Source: an optimization exercise on an open RTL-to-GDS flow (aim: small area, a short achievable clock period and few clock cycles per item). Production flows keep margins and buffers that such runs may drop. The RTL was checked by simulation tests, not by an equivalence proof against the original design.

==> flow/design.v <==
package ece571f23_g5_aes_pkg;
  localparam int AES_STATE_BYTES = 16;
endpackage
module ece571f23_g5_aes_sbox_in (
  input  logic [7:0] a,
  input  logic       inv,
  output logic [7:0] x
);
  wire t0 = a[4] ^ a[6];
  wire t1 = a[4] ^ a[7];
  wire t2 = a[6] ^ t1;
  wire t3 = a[0] ^ a[1];
  wire t4 = t0 ^ t3;
  wire t5 = a[5] ^ t4;
  wire t6 = a[1] ^ t5;
  wire t7 = a[4] ^ t5;
  wire t8 = a[1] ^ t7;
  wire t9 = a[7] ^ t8;
  wire t10 = a[3] ^ t3;
  wire t11 = a[6] ^ t10;
  wire t12 = a[2] ^ t11;
  wire t13 = t1 ^ t10;
  wire t14 = a[2] ^ a[7];
  wire t15 = a[5] ^ t14;
  wire t16 = t7 ^ t14;
  wire t17 = t8 ^ t10;
  wire t18 = t5 ^ t17;
  assign x[0] = inv ? (t0 ^ 1'b1) : (t7);
  assign x[1] = inv ? (t11 ^ 1'b1) : (t9);
  assign x[2] = inv ? (t1) : (t16);
  assign x[3] = inv ? (t4 ^ 1'b1) : (t6);
  assign x[4] = inv ? (t18 ^ 1'b1) : (t8);
  assign x[5] = inv ? (t5) : (t12);
  assign x[6] = inv ? (t2 ^ 1'b1) : (t13);
  assign x[7] = inv ? (t15 ^ 1'b1) : (a[0]);
endmodule
module ece571f23_g5_aes_gf_inv_pre (
  input  logic [7:0]  x,
  output logic [11:0] p
);
  function automatic logic [1:0] m4(input logic [1:0] a, input logic [1:0] b);
    logic e;
    e  = (a[1] ^ a[0]) & (b[1] ^ b[0]);
    m4 = {(a[1] & b[1]) ^ e, (a[0] & b[0]) ^ e};
  endfunction
  function automatic logic [1:0] k4(input logic [1:0] a);
    k4 = {a[1] ^ a[0], a[1]};
  endfunction
  function automatic logic [3:0] m16(input logic [3:0] a, input logic [3:0] b);
    logic [1:0] e;
    e   = k4(m4(a[3:2] ^ a[1:0], b[3:2] ^ b[1:0]));
    m16 = {m4(a[3:2], b[3:2]) ^ e, m4(a[1:0], b[1:0]) ^ e};
  endfunction
  function automatic logic [3:0] sqnu(input logic [3:0] v);
    sqnu = {v[0] ^ v[2], v[1] ^ v[3], v[1], v[0] ^ v[1]};
  endfunction
  assign p = {x, m16(x[7:4], x[3:0]) ^ sqnu(x[7:4] ^ x[3:0])};
endmodule
module ece571f23_g5_aes_gf_inv_post (
  input  logic [11:0] p,
  output logic [7:0]  y
);
  function automatic logic [1:0] m4(input logic [1:0] a, input logic [1:0] b);
    logic e;
    e  = (a[1] ^ a[0]) & (b[1] ^ b[0]);
    m4 = {(a[1] & b[1]) ^ e, (a[0] & b[0]) ^ e};
  endfunction
  function automatic logic [1:0] k4(input logic [1:0] a);
    k4 = {a[1] ^ a[0], a[1]};
  endfunction
  function automatic logic [3:0] m16(input logic [3:0] a, input logic [3:0] b);
    logic [1:0] e;
    e   = k4(m4(a[3:2] ^ a[1:0], b[3:2] ^ b[1:0]));
    m16 = {m4(a[3:2], b[3:2]) ^ e, m4(a[1:0], b[1:0]) ^ e};
  endfunction
  function automatic logic [3:0] inv16(input logic [3:0] a);
    logic [1:0] s, d, di;
    s     = a[3:2] ^ a[1:0];
    d     = m4(a[3:2], a[1:0]) ^ k4({s[0], s[1]});
    di    = {d[0], d[1]};
    inv16 = {m4(a[1:0], di), m4(a[3:2], di)};
  endfunction
  logic [3:0] di;
  assign di = inv16(p[3:0]);
  assign y  = {m16(p[7:4], di), m16(p[11:8], di)};
endmodule
module ece571f23_g5_aes_gf_inv (
  input  logic [7:0] x,
  output logic [7:0] y
);
  logic [11:0] p;
  ece571f23_g5_aes_gf_inv_pre  u_pre  (.x(x), .p(p));
  ece571f23_g5_aes_gf_inv_post u_post (.p(p), .y(y));
endmodule
module ece571f23_g5_aes_sbox_out (
  input  logic [7:0] y,
  input  logic       inv,
  output logic [7:0] s
);
  wire t0 = y[0] ^ y[4];
  wire t1 = y[0] ^ y[6];
  wire t2 = y[1] ^ y[4];
  wire t3 = y[0] ^ t2;
  wire t4 = y[2] ^ y[6];
  wire t5 = y[0] ^ t4;
  wire t6 = y[2] ^ t3;
  wire t7 = y[3] ^ y[4];
  wire t8 = y[1] ^ t7;
  wire t9 = y[3] ^ y[5];
  wire t10 = y[4] ^ t5;
  wire t11 = t8 ^ t10;
  wire t12 = t9 ^ t10;
  wire t13 = y[7] ^ t1;
  wire t14 = t8 ^ t13;
  wire t15 = t9 ^ t13;
  wire t16 = y[2] ^ t15;
  assign s[0] = inv ? (y[7]) : (t8 ^ 1'b1);
  assign s[1] = inv ? (t0) : (t3 ^ 1'b1);
  assign s[2] = inv ? (t6) : (t15);
  assign s[3] = inv ? (t14) : (t11);
  assign s[4] = inv ? (t7) : (t5);
  assign s[5] = inv ? (t16) : (t9 ^ 1'b1);
  assign s[6] = inv ? (t12) : (t4 ^ 1'b1);
  assign s[7] = inv ? (t2) : (t1);
endmodule
module ece571f23_g5_aes_sbox (
  output logic [7:0] out,
  input  logic [7:0] in,
  input  logic       inv
);
  logic [7:0] x, y;
  ece571f23_g5_aes_sbox_in  u_in  (.a(in), .inv(inv), .x(x));
  ece571f23_g5_aes_gf_inv   u_inv (.x(x), .y(y));
  ece571f23_g5_aes_sbox_out u_out (.y(y), .inv(inv), .s(out));
endmodule
module ece571f23_g5_aes_subbytes_seq (
  input  logic         clk,
  input  logic         rst,
  input  logic         in_valid,
  output logic         in_ready,
  input  logic         in_inverse,
  input  logic [127:0] datain,
  output logic         out_valid,
  input  logic         out_ready,
  output logic [127:0] dataout,
  output logic         busy
);
  logic         sk_v_q, sk_v_d, rdy_q, busy_q, v1_q, v1_d, v2_q, v2_d;
  logic         sk_inv_q, inv1_q;
  logic [127:0] x_d, sk_x_q, x_q, y, res_d, res_q;
  logic         acc, ld2, ld1, src_v, src_inv;
  logic [127:0] src_x;
  for (genvar k = 0; k < 16; k++) begin : g_lane
    ece571f23_g5_aes_sbox_in u_in (
      .a   (datain[8*k +: 8]),
      .inv (in_inverse),
      .x   (x_d[8*k +: 8])
    );
    ece571f23_g5_aes_gf_inv u_inv (
      .x (x_q[8*k +: 8]),
      .y (y[8*k +: 8])
    );
    ece571f23_g5_aes_sbox_out u_out (
      .y   (y[8*k +: 8]),
      .inv (inv1_q),
      .s   (res_d[8*k +: 8])
    );
  end
  assign acc = in_valid && !sk_v_q;    
  assign ld2 = !v2_q || out_ready;     
  assign ld1 = !v1_q || ld2;           
  assign src_v   = sk_v_q || acc;
  assign src_x   = sk_v_q ? sk_x_q   : x_d;
  assign src_inv = sk_v_q ? sk_inv_q : in_inverse;
  always_comb begin
    if (sk_v_q) sk_v_d = !ld1;
    else        sk_v_d = acc && !ld1;
    v1_d = ld1 ? src_v : v1_q;
    v2_d = ld2 ? v1_q  : v2_q;
  end
  always_ff @(posedge clk) begin
    if (rst) begin
      sk_v_q <= 1'b0;
      rdy_q  <= 1'b1;
      busy_q <= 1'b0;
      v1_q   <= 1'b0;
      v2_q   <= 1'b0;
    end else begin
      sk_v_q <= sk_v_d;
      rdy_q  <= !sk_v_d;
      busy_q <= sk_v_d || v1_d || v2_d;
      v1_q   <= v1_d;
      v2_q   <= v2_d;
    end
  end
  always_ff @(posedge clk) begin
    if (!sk_v_q) begin
      sk_x_q   <= x_d;
      sk_inv_q <= in_inverse;
    end
  end
  always_ff @(posedge clk) begin
    if (ld1 && src_v) begin
      x_q    <= src_x;
      inv1_q <= src_inv;
    end
  end
  always_ff @(posedge clk) begin
    if (ld2 && v1_q) begin
      res_q <= res_d;
    end
  end
  assign in_ready  = rdy_q;
  assign out_valid = v2_q;
  assign dataout   = res_q;
  assign busy      = busy_q;
endmodule
==> flow/config.mk <==
export PLATFORM = sky130hd
export DESIGN_NAME = ece571f23_g5_aes_subbytes_seq
export DESIGN_NICKNAME = ece571f23_g5_aes_subbytes_seq
export VERILOG_FILES = /design/flow/design.v
export SDC_FILE = /design/flow/constraint.sdc
export NUM_CORES = 4
export LEC_CHECK = 0
export CAP_MARGIN = 20
export CORE_MARGIN = 2
export CORE_UTILIZATION = 60
export CTS_BUF_LIST = sky130_fd_sc_hd__clkbuf_8
export CTS_CLUSTER_DIAMETER = 80
export CTS_CLUSTER_SIZE = 12
export PLACE_DENSITY = 0.75
export SETUP_SLACK_MARGIN = 1.0
export SLEW_MARGIN = 20
==> flow/constraint.sdc <==
create_clock -name core_clock -period 17.5 [get_ports {clk}]
set_input_delay 3.5000 -clock core_clock [delete_from_list [all_inputs] [get_ports {clk}]]
set_output_delay 3.5000 -clock core_clock [all_outputs]
set_load 0.01 [all_outputs]
standard.sh (not shown) runs the stock make flow with config.mk's settings and CLKGATE_MAP_FILE= SYNTH_SCRIPT=/design/flow/synth_recipe.tcl, a recipe that flattens the netlist after the stock synthesis.
==> flow/flow/run.sh <==
#!/bin/bash
# Layout flow: the standard flow (standard.sh), with one change to synthesis:
# ABC maps the logic with an area-recovering script (flow/abc_area.script)
# instead of ORFS's delay script. Registers are mapped before ABC, so they are
# the standard synthesis's registers, with the same names and cells.
set -euo pipefail
W=$(pwd)
cat > "$W/area_synth.tcl" <<TCL
proc abc {args} {
  set i [lsearch -exact \$args -script]
  if {\$i >= 0} {
    set args [lreplace \$args \$i [expr {\$i + 1}] -script $W/flow/abc_area.script]
  }
  yosys abc {*}\$args
}
source $W/synth_recipe.tcl
TCL
bash "$W/standard.sh" SYNTH_SCRIPT="$W/area_synth.tcl" BUFFER_PORTS_ARGS="-buffer_cell sky130_fd_sc_hd__buf_1" ADDER_MAP_FILE= SETUP_SLACK_MARGIN=12.2 finish > "$W/standard_flow.log" 2>&1
==> flow/flow/abc_area.script <==
strash
&get -n
&dch -f
&nf -R 1000
&put
strash
&get -n
&dch -f
&nf -R 1000
&put
Testbench counts at the start, summed over its fixed seeds: cycles 1,040, items 1,024.
Change:
--- a/flow/flow/run.sh
+++ b/flow/flow/run.sh
@@ -17,2 +17,2 @@
 TCL
-bash "$W/standard.sh" SYNTH_SCRIPT="$W/area_synth.tcl" BUFFER_PORTS_ARGS="-buffer_cell sky130_fd_sc_hd__buf_1" ADDER_MAP_FILE= SETUP_SLACK_MARGIN=12.2 finish > "$W/standard_flow.log" 2>&1
+bash "$W/standard.sh" SYNTH_SCRIPT="$W/area_synth.tcl" BUFFER_PORTS_ARGS="-buffer_cell sky130_fd_sc_hd__buf_1" ADDER_MAP_FILE= SETUP_SLACK_MARGIN=11.6 finish > "$W/standard_flow.log" 2>&1
Settings changed: CTS_BUF_LIST sky130_fd_sc_hd__clkbuf_8 to sky130_fd_sc_hd__clkbuf_4, CTS_CLUSTER_DIAMETER 80 to not set, CTS_CLUSTER_SIZE 12 to 30.
The new run passed the timing, DRC and antenna checks.
First-iteration DRC count came out lower slightly.
Via count came out higher slightly.
Routed wire length came out lower slightly.
Worst hold slack loses 0.0046 ns.
Change:
--- a/flow/flow/run.sh
+++ b/flow/flow/run.sh
@@ -17,2 +17,2 @@
 TCL
-bash "$W/standard.sh" SYNTH_SCRIPT="$W/area_synth.tcl" BUFFER_PORTS_ARGS="-buffer_cell sky130_fd_sc_hd__buf_1" ADDER_MAP_FILE= SETUP_SLACK_MARGIN=11.6 finish > "$W/standard_flow.log" 2>&1
+bash "$W/standard.sh" SYNTH_SCRIPT="$W/area_synth.tcl" BUFFER_PORTS_ARGS="-buffer_cell sky130_fd_sc_hd__buf_1" ADDER_MAP_FILE= SETUP_SLACK_MARGIN=12.2 finish > "$W/standard_flow.log" 2>&1
Settings changed: CTS_BUF_LIST sky130_fd_sc_hd__clkbuf_4 to sky130_fd_sc_hd__clkbuf_4 sky130_fd_sc_hd__clkbuf_8, CTS_CLUSTER_DIAMETER set to 60, CTS_CLUSTER_SIZE 30 to 10.
=> Synthesized cell count stays the same. Clock skew went down by 0.045 ns. Non-clock buffer count went up by 22. Count of clock-buffer cells in the layout went down by 72. Worst setup slack gains 0.61 ns.
Change:
--- a/flow/flow/run.sh
+++ b/flow/flow/run.sh
@@ -17,2 +17,2 @@
 TCL
-bash "$W/standard.sh" SYNTH_SCRIPT="$W/area_synth.tcl" BUFFER_PORTS_ARGS="-buffer_cell sky130_fd_sc_hd__buf_1" ADDER_MAP_FILE= SETUP_SLACK_MARGIN=12.2 finish > "$W/standard_flow.log" 2>&1
+bash "$W/standard.sh" SYNTH_SCRIPT="$W/area_synth.tcl" BUFFER_PORTS_ARGS="-buffer_cell sky130_fd_sc_hd__buf_1" ADDER_MAP_FILE= finish > "$W/standard_flow.log" 2>&1
Settings changed: CTS_BUF_LIST sky130_fd_sc_hd__clkbuf_4 sky130_fd_sc_hd__clkbuf_8 to sky130_fd_sc_hd__clkbuf_2 sky130_fd_sc_hd__clkbuf_4, CTS_CLUSTER_DIAMETER 60 to not set, CTS_CLUSTER_SIZE 10 to 30.
The new run completed with no timing, DRC or antenna violations; final cell count grows by about 2%; design area decreases by 2.6%; register-to-register slack got worse by 0.38 ns.

== run 1 ==
Starts from the design.v that is shown in full above.
==> flow/config.mk <==
export PLATFORM = sky130hd
export DESIGN_NAME = ece571f23_g5_aes_subbytes_seq
export DESIGN_NICKNAME = ece571f23_g5_aes_subbytes_seq
export VERILOG_FILES = /design/flow/design.v
export SDC_FILE = /design/flow/constraint.sdc
export NUM_CORES = 4
export LEC_CHECK = 0
export CAP_MARGIN = 20
export CORE_MARGIN = 2
export CORE_UTILIZATION = 60
export CTS_BUF_LIST = sky130_fd_sc_hd__clkbuf_4
export CTS_CLUSTER_SIZE = 30
export PLACE_DENSITY = 0.75
export SETUP_SLACK_MARGIN = 1.0
export SLEW_MARGIN = 20
==> flow/constraint.sdc <==
create_clock -name core_clock -period 17.5 [get_ports {clk}]
set_input_delay 3.5000 -clock core_clock [delete_from_list [all_inputs] [get_ports {clk}]]
set_output_delay 3.5000 -clock core_clock [all_outputs]
set_load 0.01 [all_outputs]
==> flow/flow/run.sh <==
#!/bin/bash
# Layout flow: the standard flow (standard.sh), with one change to synthesis:
# ABC maps the logic with an area-recovering script (flow/abc_area.script)
# instead of ORFS's delay script. Registers are mapped before ABC, so they are
# the standard synthesis's registers, with the same names and cells.
set -euo pipefail
W=$(pwd)
cat > "$W/area_synth.tcl" <<TCL
proc abc {args} {
  set i [lsearch -exact \$args -script]
  if {\$i >= 0} {
    set args [lreplace \$args \$i [expr {\$i + 1}] -script $W/flow/abc_area.script]
  }
  yosys abc {*}\$args
}
source $W/synth_recipe.tcl
TCL
bash "$W/standard.sh" SYNTH_SCRIPT="$W/area_synth.tcl" BUFFER_PORTS_ARGS="-buffer_cell sky130_fd_sc_hd__buf_1" ADDER_MAP_FILE= SETUP_SLACK_MARGIN=12.2 finish > "$W/standard_flow.log" 2>&1
==> flow/flow/abc_area.script <==
strash
&get -n
&deepsyn -T 120
&put
strash
&get -n
&dch -f
&nf -R 1000
&put
strash
&get -n
&dch -f
&nf -R 1000
&put
Testbench counts of run 1, summed over its fixed seeds: cycles 1,040, items 1,024.
### run 1 -> run 2
-- flow/flow/run.sh --
<<< run 1, line 16
source $W/synth_recipe.tcl
TCL
bash "$W/standard.sh" SYNTH_SCRIPT="$W/area_synth.tcl" BUFFER_PORTS_ARGS="-buffer_cell sky130_fd_sc_hd__buf_1" ADDER_MAP_FILE= SETUP_SLACK_MARGIN=12.2 finish > "$W/standard_flow.log" 2>&1
>>> run 2, line 16
source $W/synth_recipe.tcl
TCL
bash "$W/standard.sh" SYNTH_SCRIPT="$W/area_synth.tcl" BUFFER_PORTS_ARGS="-buffer_cell sky130_fd_sc_hd__buf_1" ADDER_MAP_FILE= finish > "$W/standard_flow.log" 2>&1
==> flow/flow/abc_area.script <==
strash
&get -n
&dch -f
&nf -R 1000
&put
strash
&get -n
&dch -f
&nf -R 1000
&put
Run 2 against run 1: post-route cell area saw a decrease; signed area change from the synthesized netlist to the final layout dropped 4.4 points.
Compared with run 1, placement density in the core of run 2 is lower.
Cmp run 1 and run 2 / required arrival time at the worst endpoint / lower: run 1
The sequential share of layout area of run 2 exceeds that of run 1 by 0.66 points.
diff inputs: run 2 => run 3
-- flow/flow/run.sh --
<<< run 2, line 16
source $W/synth_recipe.tcl
TCL
bash "$W/standard.sh" SYNTH_SCRIPT="$W/area_synth.tcl" BUFFER_PORTS_ARGS="-buffer_cell sky130_fd_sc_hd__buf_1" ADDER_MAP_FILE= finish > "$W/standard_flow.log" 2>&1
>>> run 3, line 16
source $W/synth_recipe.tcl
TCL
bash "$W/standard.sh" SYNTH_SCRIPT="$W/area_synth.tcl" BUFFER_PORTS_ARGS="-buffer_cell sky130_fd_sc_hd__buf_1" ADDER_MAP_FILE= SETUP_SLACK_MARGIN=12.5 finish > "$W/standard_flow.log" 2>&1
==> run notes <==
A worst-path cell with the longest stage delay of edfxtp_1 is what run 3 shows, while nor2_4 belongs to run 2. Diff run 2 -> run 3: routed length on met1 rose about 7%, met2 wire length increased about 18%, die area about even. Relative to run 2, run 3 degrades detailed-placement wirelength estimate. Final cell count sits higher in run 3 than in run 2. Measured against run 2, the non-clock buffer count of run 3 comes out at 1.6 times the reference value. Signed area change from the synthesized netlist to the final layout: run 3 > run 2. In run 3, the cell area came out 13% above the value in run 2.
Inputs modified between run 3 and run 4:
-- flow/flow/run.sh --
<<< run 3, line 16
source $W/synth_recipe.tcl
TCL
bash "$W/standard.sh" SYNTH_SCRIPT="$W/area_synth.tcl" BUFFER_PORTS_ARGS="-buffer_cell sky130_fd_sc_hd__buf_1" ADDER_MAP_FILE= SETUP_SLACK_MARGIN=12.5 finish > "$W/standard_flow.log" 2>&1
>>> run 4, line 16
source $W/synth_recipe.tcl
TCL
bash "$W/standard.sh" SYNTH_SCRIPT="$W/area_synth.tcl" BUFFER_PORTS_ARGS="-buffer_cell sky130_fd_sc_hd__buf_1" ADDER_MAP_FILE= SETUP_SLACK_MARGIN=11.9 finish > "$W/standard_flow.log" 2>&1
==> run notes <==
Comparing run 4 and run 3, the higher detailed-route wire length is on run 3. Comparing run 3 with run 4, the hold slack came out essentially unchanged. Run 4 falls short of run 3 in worst setup slack. Compared with run 3, run 4 ends up with a smaller final cell area.

## separate check: timing with driven ports
The flow's constraints put no driver on any port. The routed layouts listed below were extracted and timed again, unchanged, in two steps. Step 1 (the two cells are an assumption about what drives the block):
set clk [get_ports {clk}]
set_driving_cell -lib_cell sky130_fd_sc_hd__clkbuf_16 $clk
set_driving_cell -lib_cell sky130_fd_sc_hd__buf_2 [delete_from_list [all_inputs] $clk]
Step 2 also shifts input and output timing later by t, the mid clock arrival at the registers, as if the neighbouring blocks saw the same clock. Three values: no drivers, after step 1, after step 2; two values: the first two.
run | shift t [ns] | slack for setup (ns) | worst setup path after step 2 | latest minus earliest clock arrival (ns) | worst register clock-pin slew, ns
the first run of note 1 | 0.670 | 12.310 / 12.301 / 11.631 | input to register | 0.020 / 0.020 | 0.09 / 0.09
the second run of note 1 | 0.910 | 11.758 / 11.788 / 10.877 | input to register | 0.079 / 0.079 | 0.08 / 0.08
the third run of note 1 | 0.699 | 12.371 / 12.380 / 11.681 | input to register | 0.041 / 0.041 | 0.08 / 0.08
the fourth run of note 1 | 0.893 | 11.809 / 11.840 / 10.947 | input to register | 0.055 / 0.055 | 0.08 / 0.08
run 1 | 0.879 | 12.409 / 12.439 / 11.561 | input to register | 0.060 / 0.059 | 0.08 / 0.08
run 2 | 0.893 | 11.809 / 11.840 / 10.947 | input to register | 0.055 / 0.055 | 0.08 / 0.08
run 3 | 0.897 | 12.520 / 12.465 / 11.829 | input to register | 0.039 / 0.038 | 0.08 / 0.08
run 4 | 0.886 | 12.253 / 12.253 / 11.660 | input to register | 0.043 / 0.042 | 0.08 / 0.08
After both steps setup and hold are still met in every run listed. The setup slack of the second run of note 1, which loses most, moves by +0.030 ns with the drivers and by -0.881 ns with both steps.
